Source: an optimization exercise on an open RTL-to-GDS flow (aim: small area, a short achievable clock period and few clock cycles per item). Production flows keep margins and buffers that such runs may drop.
Only simulation tests tie the RTL to the original design; equivalence was not proved.
Power is estimated from default activity; no workload was simulated.

## run 5
==> module scalar_kalman_filter_unit, before the edit <==
module scalar_kalman_filter_unit #(
  parameter int SAMPLE_BITS = 16
) (
  input  logic                   clk,
  input  logic                   rst_n,
  input  logic                   in_valid,
  output logic                   in_stall,
  input  logic [SAMPLE_BITS-1:0] in_sample,
  output logic                   out_valid,
  input  logic                   out_stall,
  output logic [VAL_W-1:0]       out_estimate,
  output logic [GAIN_W-1:0]      out_gain,
  input  logic                   cfg_we,
  input  logic [0:0]             cfg_index,
  input  logic [VAL_W-1:0]       cfg_wdata
);
  logic        st_idle_r, st_d1_r, st_dm_r, st_e_r, st_acc_r;
  logic [2:0]  cnt_r;
  logic        out_valid_r;
  logic [31:0] q_r, r_r;
  logic [16:0] quo_r;
  logic [1:0]  dig_r;    
  logic        q16_r;
  logic [48:0] v_r;      
  logic [48:0] t_r;
  logic [32:0] rem_r;
  logic [32:0] den_r;
  logic [32:0] i_r;
  logic        step, rz;
  logic [31:0] ppred;
  assign rz       = (r_r == '0);
  assign in_stall = !st_idle_r;
  assign step     = st_dm_r || (st_d1_r && !(out_valid_r && out_stall));
  assign ppred    = v_r[48] ? 32'hFFFF_FFFF : v_r[47:16];
  logic [35:0] r4, s1, s2, s3;
  logic [35:0] d1n, d2n, c3s, c3c;
  logic [1:0]  dig;
  logic [32:0] rem_n;
  assign r4  = {1'b0, rem_r, 2'b00};
  assign d1n = ~{3'b000, den_r};
  assign d2n = ~{2'b00, den_r, 1'b0};
  assign c3s = r4 ^ d1n ^ d2n;
  assign c3c = (r4 & d1n) | (r4 & d2n) | (d1n & d2n);
  skf_add #(.N(36)) u_s1 (.a(r4), .b(d1n), .ci(1'b1), .s(s1));
  skf_add #(.N(36)) u_s2 (.a(r4), .b(d2n), .ci(1'b1), .s(s2));
  skf_add #(.N(36)) u_s3 (.a(c3s), .b({c3c[34:0], 1'b1}), .ci(1'b1), .s(s3));
  always_comb begin
    if (rz)            dig = 2'd0;    
    else if (!s3[35])  dig = 2'd3;
    else if (!s2[35])  dig = 2'd2;
    else if (!s1[35])  dig = 2'd1;
    else               dig = 2'd0;
    unique case (dig)
      2'd3:    rem_n = s3[32:0];
      2'd2:    rem_n = s2[32:0];
      2'd1:    rem_n = s1[32:0];
      default: rem_n = r4[32:0];
    endcase
  end
  logic        ineg;
  logic [48:0] isx, ta, tb, tc, ts, tcy, t_n;
  assign ineg = i_r[32];
  assign isx  = {{16{i_r[32]}}, i_r};
  assign ta   = ({49{st_idle_r}} & {16'd0, ~t_r[48:16]})
              | ({49{st_d1_r}}   & {{16{t_r[48]}}, t_r[48:16]})
              | ({49{st_acc_r}}  & {t_r[46:0], ineg, ineg});
  assign tb   = (dig_r[1] ? {isx[47:0], 1'b0} : '0)
              | (st_idle_r ? {16'd0, in_sample[15], in_sample, 16'd0} : '0);
  assign tc   = (dig_r[0] || (st_d1_r && q16_r)) ? isx : '0;
  assign ts   = ta ^ tb ^ tc;
  assign tcy  = (ta & tb) | (ta & tc) | (tb & tc);
  skf_add #(.N(49)) u_t (.a(ts), .b({tcy[47:0], st_idle_r}), .ci(1'b0), .s(t_n));
  logic [48:0] wa, wb, wc, wd, w1s, w1c, w2s, w2c, w_n;
  assign wa = ({49{st_idle_r}} & {17'd0, r_r})
            | ({49{st_acc_r}}  & {v_r[46:0], 2'b00});
  assign wd = ({49{st_e_r}}    & {16'd0, rem_r})
            | ({49{st_idle_r}} & {17'd0, ppred});
  assign wb  = dig_r[1] ? {16'd0, r_r, 1'b0} : '0;
  assign wc  = dig_r[0] ? {17'd0, r_r} : '0;
  assign w1s = wa ^ wb ^ wc;
  assign w1c = {((wa & wb) | (wa & wc) | (wb & wc)), 1'b0};
  assign w2s = w1s ^ w1c ^ wd;
  assign w2c = (w1s & w1c) | (w1s & wd) | (w1c & wd);
  skf_add #(.N(49)) u_w (.a(w2s), .b({w2c[47:0], 1'b0}), .ci(1'b0), .s(w_n));
  always_ff @(posedge clk) begin
    if (!rst_n) begin
      st_idle_r   <= 1'b1;
      st_d1_r     <= 1'b0;
      st_dm_r     <= 1'b0;
      st_e_r      <= 1'b0;
      st_acc_r    <= 1'b0;
      cnt_r       <= '0;
      out_valid_r <= 1'b0;
      q_r         <= Q_RESET;
      r_r         <= R_RESET;
      t_r         <= '0;
      v_r         <= {1'b0, Q_RESET, 16'd0};
      dig_r       <= '0;
    end else begin
      dig_r <= step ? dig : 2'd0;
      if (out_valid_r && !out_stall) out_valid_r <= 1'b0;
      if (st_idle_r && in_valid) begin
        st_idle_r <= 1'b0;
        st_d1_r   <= 1'b1;
      end
      if (st_d1_r && step) begin
        st_d1_r  <= 1'b0;
        st_dm_r  <= 1'b1;
        st_acc_r <= 1'b1;
        cnt_r    <= '0;
      end
      if (st_dm_r) begin
        cnt_r <= cnt_r + 3'd1;
        if (cnt_r == 3'd6) begin
          st_dm_r <= 1'b0;
          st_e_r  <= 1'b1;
        end
      end
      if (st_e_r) begin
        st_e_r      <= 1'b0;
        st_acc_r    <= 1'b0;
        st_idle_r   <= 1'b1;
        out_valid_r <= 1'b1;
      end
      if (st_d1_r && step) begin
        t_r <= t_n;
        v_r <= {17'd0, q_r};
      end else if (st_acc_r) begin
        t_r <= t_n;
        v_r <= w_n;
      end
      if (cfg_we) begin
        if (cfg_index == 1'b0) begin
          q_r <= cfg_wdata;
          v_r <= {1'b0, cfg_wdata, 16'd0};
        end else begin
          r_r <= cfg_wdata;
          v_r <= {1'b0, q_r, 16'd0};
        end
        t_r <= '0;
      end
    end
  end
  always_ff @(posedge clk) begin
    if (st_idle_r) begin
      den_r <= w_n[32:0];
      rem_r <= rz ? '0 : {1'b0, ppred};
      q16_r <= rz && (ppred != '0);
      i_r   <= t_n[32:0];
    end else if (step) begin
      rem_r <= rem_n;
    end
    if (step) begin
      quo_r[15:0] <= {quo_r[13:0], dig};
      if (st_d1_r) quo_r[16] <= q16_r;
    end
  end
  assign out_valid    = out_valid_r;
  assign out_estimate = t_r[47:16];
  assign out_gain     = quo_r;
endmodule
export LEC_CHECK = 0
export CAP_MARGIN = 20
export CORE_MARGIN = 2
export CORE_UTILIZATION = 40
export SETUP_SLACK_MARGIN = 3.5
export SLEW_MARGIN = 20
create_clock -name core_clock -period 8.0 [get_ports {clk}]
run.sh (not shown) runs the stock make flow with config.mk's settings and CLKGATE_MAP_FILE= SYNTH_SCRIPT=/design/flow/synth_recipe.tcl, a recipe that flattens the netlist after the stock synthesis.
Testbench counts of run 5, summed over its fixed seeds: cycles 20,488, items 2,048.
The inputs of run 4 differ from those of run 5 as listed below.
--- a/flow/design.v
+++ b/flow/design.v
@@ -69,10 +69,11 @@
   logic        out_valid_r;
   logic [31:0] q_r, r_r;
   logic [16:0] quo_r;
   logic [1:0]  dig_r;    
   logic        q16_r;
+  logic [15:0] z_r;
   logic [48:0] v_r;      
   logic [48:0] t_r;
   logic [32:0] rem_r;
   logic [32:0] den_r;
   logic [32:0] i_r;
@@ -106,34 +107,34 @@
       2'd1:    rem_n = s1[32:0];
       default: rem_n = r4[32:0];
     endcase
   end
   logic        ineg;
-  logic [48:0] isx, ta, tb, tc, ts, tcy, t_n;
+  logic [48:0] isx, ta, tb, tc, ts, tcy, t_n, t_init;
   assign ineg = i_r[32];
   assign isx  = {{16{i_r[32]}}, i_r};
-  assign ta   = ({49{st_idle_r}} & {16'd0, ~t_r[48:16]})
-              | ({49{st_d1_r}}   & {{16{t_r[48]}}, t_r[48:16]})
-              | ({49{st_acc_r}}  & {t_r[46:0], ineg, ineg});
-  assign tb   = (dig_r[1] ? {isx[47:0], 1'b0} : '0)
-              | (st_idle_r ? {16'd0, in_sample[15], in_sample, 16'd0} : '0);
-  assign tc   = (dig_r[0] || (st_d1_r && q16_r)) ? isx : '0;
+  assign ta   = {t_r[46:0], ineg, ineg};
+  assign tb   = dig_r[1] ? {isx[47:0], 1'b0} : '0;
+  assign tc   = dig_r[0] ? isx : '0;
   assign ts   = ta ^ tb ^ tc;
   assign tcy  = (ta & tb) | (ta & tc) | (tb & tc);
-  skf_add #(.N(49)) u_t (.a(ts), .b({tcy[47:0], st_idle_r}), .ci(1'b0), .s(t_n));
+  assign t_n  = ts + {tcy[47:0], 1'b0};
+  assign t_init = q16_r ? {{17{z_r[15]}}, z_r, 16'd0} : {{16{t_r[48]}}, t_r[48:16]};
   logic [48:0] wa, wb, wc, wd, w1s, w1c, w2s, w2c, w_n;
   assign wa = ({49{st_idle_r}} & {17'd0, r_r})
+            | ({49{st_d1_r}}   & {16'd0, ~t_r[48:16]})
             | ({49{st_acc_r}}  & {v_r[46:0], 2'b00});
   assign wd = ({49{st_e_r}}    & {16'd0, rem_r})
-            | ({49{st_idle_r}} & {17'd0, ppred});
+            | ({49{st_idle_r}} & {17'd0, ppred})
+            | ({49{st_d1_r}}   & {16'd0, z_r[15], z_r, 16'd0});
   assign wb  = dig_r[1] ? {16'd0, r_r, 1'b0} : '0;
   assign wc  = dig_r[0] ? {17'd0, r_r} : '0;
   assign w1s = wa ^ wb ^ wc;
   assign w1c = {((wa & wb) | (wa & wc) | (wb & wc)), 1'b0};
   assign w2s = w1s ^ w1c ^ wd;
   assign w2c = (w1s & w1c) | (w1s & wd) | (w1c & wd);
-  skf_add #(.N(49)) u_w (.a(w2s), .b({w2c[47:0], 1'b0}), .ci(1'b0), .s(w_n));
+  assign w_n = w2s + {w2c[47:0], st_d1_r};
   always_ff @(posedge clk) begin
     if (!rst_n) begin
       st_idle_r   <= 1'b1;
       st_d1_r     <= 1'b0;
       st_dm_r     <= 1'b0;
@@ -171,11 +172,11 @@
         st_acc_r    <= 1'b0;
         st_idle_r   <= 1'b1;
         out_valid_r <= 1'b1;
       end
       if (st_d1_r && step) begin
-        t_r <= t_n;
+        t_r <= t_init;
         v_r <= {17'd0, q_r};
       end else if (st_acc_r) begin
         t_r <= t_n;
         v_r <= w_n;
       end
@@ -194,14 +195,15 @@
   always_ff @(posedge clk) begin
     if (st_idle_r) begin
       den_r <= w_n[32:0];
       rem_r <= rz ? '0 : {1'b0, ppred};
       q16_r <= rz && (ppred != '0);
-      i_r   <= t_n[32:0];
+      z_r   <= in_sample;
     end else if (step) begin
       rem_r <= rem_n;
     end
+    if (st_d1_r && step) i_r <= w_n[32:0];
     if (step) begin
       quo_r[15:0] <= {quo_r[13:0], dig};
       if (st_d1_r) quo_r[16] <= q16_r;
     end
   end
Notes after the runs:
- Run 4 reached the end of the flow, and the finished layout is clean on the timing, DRC and antenna checks.
- Run 5 has higher number of cell instances on the worst register-to-register path than run 4.
- The run with more setup slack is run 4; run 5 has less.
- Compared with run 5, in run 4 die span in x has increased, per-cell routed wire length has increased, share of the synthesized area in compound gates (AO/OA/AOI/OAI) has increased, fraction of layout instances using a drive strength above 1 has decreased, sequential power has remained practically unchanged.
- Diff run 5 -> run 4: detailed-placement wirelength estimate grew by about 22%, highest cell delay on the worst timing path moved down, design area rose about 1%, post-cts resize count went down by about 24%, number of CTS-inserted buffers increased by about 5.4% relative to the old numbers.
- Detailed route, run 4 vs run 5: via total higher for run 4
- Summary — cell depth of the worst setup path, run 4 relative to run 5: lower, by 6.
Testbench counts of run 4, summed over its fixed seeds: cycles 20,488, items 2,048.

-- port drivers added, routing unchanged --
The results above use ideal ports. As a check the final layouts listed here were re-extracted and re-timed, cells and wires unchanged.
Step 1 (the two cells are an assumption about what drives the block):
set clk [get_ports {clk}]
set_driving_cell -lib_cell sky130_fd_sc_hd__clkbuf_16 $clk
set_driving_cell -lib_cell sky130_fd_sc_hd__buf_2 [delete_from_list [all_inputs] $clk]
Step 2 also shifts input and output timing later by t, the mid clock arrival at the registers, as if the neighbouring blocks saw the same clock.
Three values: ideal, step 1, step 2; two values: the first two.
| run | t, ns | setup WS [ns] | worst setup path at the end | worst slew at a driven data input, ns | cell pins on the clock port's net |
|---|---|---|---|---|---|
| run 5 | 0.593 | 3.089 / 3.089 / 2.724 | input to register | 0.05 | 1 |
| run 4 | 0.625 | 3.315 / 3.315 / 3.246 | input to register | 0.04 | 1 |
After both steps every run listed still meets setup and hold. For run 5, which loses most, drivers alone change the setup slack by 0.000 ns; drivers and shift together by -0.365 ns.
